This design comes from an exercise in tuning for small area, a short achievable clock period and few clock cycles per item on the open sky130 flow, not from production work.
At most, simulation tests tie the RTL to the original design; equivalence was not proved.

==> inputs of juniper <==
Design csa_multiplier, start of the top module:
module csa_multiplier (
    input  logic        clk,
    input  logic        rst_n,
    input  logic        in_valid,
    input  logic [15:0] x,
    input  logic [15:0] y,
    output logic        out_valid,
    output logic [31:0] product
);
clock: 6.5 ns
lec_check: 0
cap_margin: 20
core_margin: 2
core_utilization: 40
cts_cluster_diameter: 80
cts_cluster_size: 24
setup_slack_margin: 4.25
slew_margin: 20
standard.sh (not shown) runs the stock make flow with config.mk's settings and CLKGATE_MAP_FILE= SYNTH_SCRIPT=/design/flow/synth_recipe.tcl, a recipe that flattens the netlist after the stock synthesis.
==> flow/flow/run.sh <==
#!/bin/bash
# Own layout flow: the standard layout with two changes.
# 1. Synthesis: Yosys's synth runs with -noabc, so its early "abc -fast" pass
#    does not re-map the hand-written full/half adders before extract_fa maps
#    them to the library's fa/ha cells (no inverters between adders).
# 2. Port buffers: buffer_ports still gives every input and output port a
#    buffer, but uses the plain buffer named below instead of the delay cell
#    it picks by default.
# Everything else is the standard flow (standard.sh, ORFS make targets).
set -euo pipefail
here=$(pwd)
sed 's/yosys synth -nofsm -noshare /yosys synth -nofsm -noshare -noabc /' synth_recipe.tcl > noabc_synth.tcl
grep -q -- "-noabc" noabc_synth.tcl
export BUFFER_PORTS_ARGS="-buffer_cell sky130_fd_sc_hd__buf_1"
bash standard.sh SYNTH_SCRIPT="$here/noabc_synth.tcl" finish > "$here/flow_make.log" 2>&1
==> lagoon (differences from juniper) <==
--- a/flow/design.v
+++ b/flow/design.v
@@ -1175,35 +1175,35 @@
     assign p485 = t1_c31_0 ^ c428;
     assign g486 = t1_c31_0 & c428;
     assign w487 = t1_c1_0 ^ g430;
     assign w488 = (t1_c1_0 & g430);
     assign w489 = p433 ^ g432;
-    assign w490 = g434 | (p433 & g432);
+    assign w490 = g434 | (p433 & t1_c4_2 & s325);
     assign w491 = p437 ^ g436;
-    assign w492 = g438 | (p437 & g436);
+    assign w492 = g438 | (p437 & c328 & s329);
     assign w493 = p441 ^ g440;
-    assign w494 = g442 | (p441 & g440);
+    assign w494 = g442 | (p441 & c332 & s333);
     assign w495 = p445 ^ g444;
-    assign w496 = g446 | (p445 & g444);
+    assign w496 = g446 | (p445 & s339 & s341);
     assign w497 = p449 ^ g448;
-    assign w498 = g450 | (p449 & g448);
+    assign w498 = g450 | (p449 & c346 & s349);
     assign w499 = p453 ^ g452;
-    assign w500 = g454 | (p453 & g452);
+    assign w500 = g454 | (p453 & s359 & s361);
     assign w501 = p457 ^ g456;
-    assign w502 = g458 | (p457 & g456);
+    assign w502 = g458 | (p457 & c368 & s373);
     assign w503 = p461 ^ g460;
-    assign w504 = g462 | (p461 & g460);
+    assign w504 = g462 | (p461 & c380 & s385);
     assign w505 = p465 ^ g464;
-    assign w506 = g466 | (p465 & g464);
+    assign w506 = g466 | (p465 & c392 & s397);
     assign w507 = p469 ^ g468;
-    assign w508 = g470 | (p469 & g468);
+    assign w508 = g470 | (p469 & c402 & s407);
     assign w509 = p473 ^ g472;
-    assign w510 = g474 | (p473 & g472);
+    assign w510 = g474 | (p473 & c412 & s415);
     assign w511 = p477 ^ g476;
-    assign w512 = g478 | (p477 & g476);
+    assign w512 = g478 | (p477 & c418 & s419);
     assign w513 = p481 ^ g480;
-    assign w514 = g482 | (p481 & g480);
+    assign w514 = g482 | (p481 & c422 & s423);
     assign w515 = p485 ^ g484;
     always_ff @(posedge clk) begin
         t1_c0_0 <= bp1;
         t1_c0_1 <= b_neg[0];
         t1_c1_0 <= bp2;
Settings changed: CORE_UTILIZATION 40 to 35, CTS_CLUSTER_DIAMETER 80 to 100, CTS_CLUSTER_SIZE 24 to 30.
==> raven (differences from juniper) <==
--- a/flow/design.v
+++ b/flow/design.v
@@ -1175,35 +1175,35 @@
     assign p485 = t1_c31_0 ^ c428;
     assign g486 = t1_c31_0 & c428;
     assign w487 = t1_c1_0 ^ g430;
     assign w488 = (t1_c1_0 & g430);
     assign w489 = p433 ^ g432;
-    assign w490 = g434 | (p433 & g432);
+    assign w490 = g434 | (p433 & t1_c4_2 & s325);
     assign w491 = p437 ^ g436;
-    assign w492 = g438 | (p437 & g436);
+    assign w492 = g438 | (p437 & c328 & s329);
     assign w493 = p441 ^ g440;
-    assign w494 = g442 | (p441 & g440);
+    assign w494 = g442 | (p441 & c332 & s333);
     assign w495 = p445 ^ g444;
-    assign w496 = g446 | (p445 & g444);
+    assign w496 = g446 | (p445 & s339 & s341);
     assign w497 = p449 ^ g448;
-    assign w498 = g450 | (p449 & g448);
+    assign w498 = g450 | (p449 & c346 & s349);
     assign w499 = p453 ^ g452;
-    assign w500 = g454 | (p453 & g452);
+    assign w500 = g454 | (p453 & s359 & s361);
     assign w501 = p457 ^ g456;
-    assign w502 = g458 | (p457 & g456);
+    assign w502 = g458 | (p457 & c368 & s373);
     assign w503 = p461 ^ g460;
-    assign w504 = g462 | (p461 & g460);
+    assign w504 = g462 | (p461 & c380 & s385);
     assign w505 = p465 ^ g464;
-    assign w506 = g466 | (p465 & g464);
+    assign w506 = g466 | (p465 & c392 & s397);
     assign w507 = p469 ^ g468;
-    assign w508 = g470 | (p469 & g468);
+    assign w508 = g470 | (p469 & c402 & s407);
     assign w509 = p473 ^ g472;
-    assign w510 = g474 | (p473 & g472);
+    assign w510 = g474 | (p473 & c412 & s415);
     assign w511 = p477 ^ g476;
-    assign w512 = g478 | (p477 & g476);
+    assign w512 = g478 | (p477 & c418 & s419);
     assign w513 = p481 ^ g480;
-    assign w514 = g482 | (p481 & g480);
+    assign w514 = g482 | (p481 & c422 & s423);
     assign w515 = p485 ^ g484;
     always_ff @(posedge clk) begin
         t1_c0_0 <= bp1;
         t1_c0_1 <= b_neg[0];
         t1_c1_0 <= bp2;
==> harbor (differences from juniper) <==
--- a/flow/design.v
+++ b/flow/design.v
@@ -1175,35 +1175,35 @@
     assign p485 = t1_c31_0 ^ c428;
     assign g486 = t1_c31_0 & c428;
     assign w487 = t1_c1_0 ^ g430;
     assign w488 = (t1_c1_0 & g430);
     assign w489 = p433 ^ g432;
-    assign w490 = g434 | (p433 & g432);
+    assign w490 = g434 | (p433 & t1_c4_2 & s325);
     assign w491 = p437 ^ g436;
-    assign w492 = g438 | (p437 & g436);
+    assign w492 = g438 | (p437 & c328 & s329);
     assign w493 = p441 ^ g440;
-    assign w494 = g442 | (p441 & g440);
+    assign w494 = g442 | (p441 & c332 & s333);
     assign w495 = p445 ^ g444;
-    assign w496 = g446 | (p445 & g444);
+    assign w496 = g446 | (p445 & s339 & s341);
     assign w497 = p449 ^ g448;
-    assign w498 = g450 | (p449 & g448);
+    assign w498 = g450 | (p449 & c346 & s349);
     assign w499 = p453 ^ g452;
-    assign w500 = g454 | (p453 & g452);
+    assign w500 = g454 | (p453 & s359 & s361);
     assign w501 = p457 ^ g456;
-    assign w502 = g458 | (p457 & g456);
+    assign w502 = g458 | (p457 & c368 & s373);
     assign w503 = p461 ^ g460;
-    assign w504 = g462 | (p461 & g460);
+    assign w504 = g462 | (p461 & c380 & s385);
     assign w505 = p465 ^ g464;
-    assign w506 = g466 | (p465 & g464);
+    assign w506 = g466 | (p465 & c392 & s397);
     assign w507 = p469 ^ g468;
-    assign w508 = g470 | (p469 & g468);
+    assign w508 = g470 | (p469 & c402 & s407);
     assign w509 = p473 ^ g472;
-    assign w510 = g474 | (p473 & g472);
+    assign w510 = g474 | (p473 & c412 & s415);
     assign w511 = p477 ^ g476;
-    assign w512 = g478 | (p477 & g476);
+    assign w512 = g478 | (p477 & c418 & s419);
     assign w513 = p481 ^ g480;
-    assign w514 = g482 | (p481 & g480);
+    assign w514 = g482 | (p481 & c422 & s423);
     assign w515 = p485 ^ g484;
     always_ff @(posedge clk) begin
         t1_c0_0 <= bp1;
         t1_c0_1 <= b_neg[0];
         t1_c1_0 <= bp2;
Settings changed: CTS_CLUSTER_DIAMETER 80 to 100, CTS_CLUSTER_SIZE 24 to 30, SETUP_SLACK_MARGIN 4.25 to 4.3.
==> results.toml <==
[sta]
fin_ws_ns = 4.246

[finish]
num-nonclk-buffers = 72
signal_buffer_area_fraction_pct = 3.534

[power_and_ir_drop]
powerClk_uw = 739
p_seq_mw = 2.27

[clocking]
clk_latency_ns = 0.47

[outcome]
status = "complete, no violations"
The numbers above come from harbor.

==> results.toml <==
[synthesis]
yosysWarnings = 1

[finish]
num-nonclk-buffers = 72

[outcome]
status = "complete, no violations"

[worst_setup_path]
r2r_start = "t1_c18_2"
timing_worst_setup_path_type = "flop to flop"

[power_and_ir_drop]
p_seq_mw = 2.26
powerClk_uw = 943

[sta]
fin_ws_ns = 4.252

[clocking]
clk_latency_ns = 0.49

[routing]
vias_per_cell = 5.136
wl_per_cell_um = 18.00
The numbers above come from raven.

==> results.toml <==
[outcome]
status = "complete, no violations"

[clocking]
clk_latency_ns = 0.48

[finish]
signal_buffer_area_fraction_pct = 3.779
num-nonclk-buffers = 74

[power_and_ir_drop]
p_seq_mw = 2.26
powerClk_uw = 740

[global_route]
met1_usage_pct = 20.75

[routing]
routed_wirelength_um = 23540

[sta]
fin_ws_ns = 4.240
The numbers above come from lagoon.

==> results.toml <==
[clocking]
clk_latency_ns = 0.49
cts_buffers = 15
holdBufCountCts = 0
cts_tree = "yes"

[outcome]
status = "complete, no violations"

[power_and_ir_drop]
powerClk_uw = 917
p_seq_mw = 2.23

[finish]
signal_buffer_area_fraction_pct = 3.054
num-nonclk-buffers = 72
seqCellArea_um2 = 4375

[synthesis]
synth_area_leaders = "dfxtp_1 40%, fa_1 22%, xnor2_1 10%, a22oi_1 8.4%, ha_1 7.0%"

[sta]
fin_ws_ns = 4.108

[routing]
vias_per_cell = 5.015
The numbers above come from juniper.

Testbench counts of lagoon, summed over its fixed seeds: cycles 12,024, items 12,000.
Testbench counts of raven, summed over its fixed seeds: cycles 12,024, items 12,000.
Testbench counts of harbor, summed over its fixed seeds: cycles 12,024, items 12,000.
The RTL of juniper was laid out without a check of its function.

==> re-timing with driven ports <==
No port has a modelled driver above. Below, the same layouts with a new extraction and two added sets of constraints.
Step 1 sets driving cells, clkbuf_16 on the clock port and buf_2 on the other inputs (assumed; they add their load-dependent delay and slew).
Step 2 times the ports against the registers' clock, not the clock port: input delays grow and output delays shrink by t, the midpoint of the rising clock arrivals with the driver on.
Three values: no drivers, after step 1, after step 2; two values: the first two.
run | t, ns | setup WS [ns] | worst setup path at the end | cell pins on the clock port's net
juniper | 0.526 | 4.108 / 4.108 / 4.108 | register to register | 1
lagoon | 0.512 | 4.240 / 4.231 / 4.240 | register to register | 1
raven | 0.526 | 4.252 / 4.228 / 4.252 | register to register | 1
harbor | 0.507 | 4.246 / 4.245 / 4.246 | register to register | 1
After both steps setup and hold are still met in every run listed.
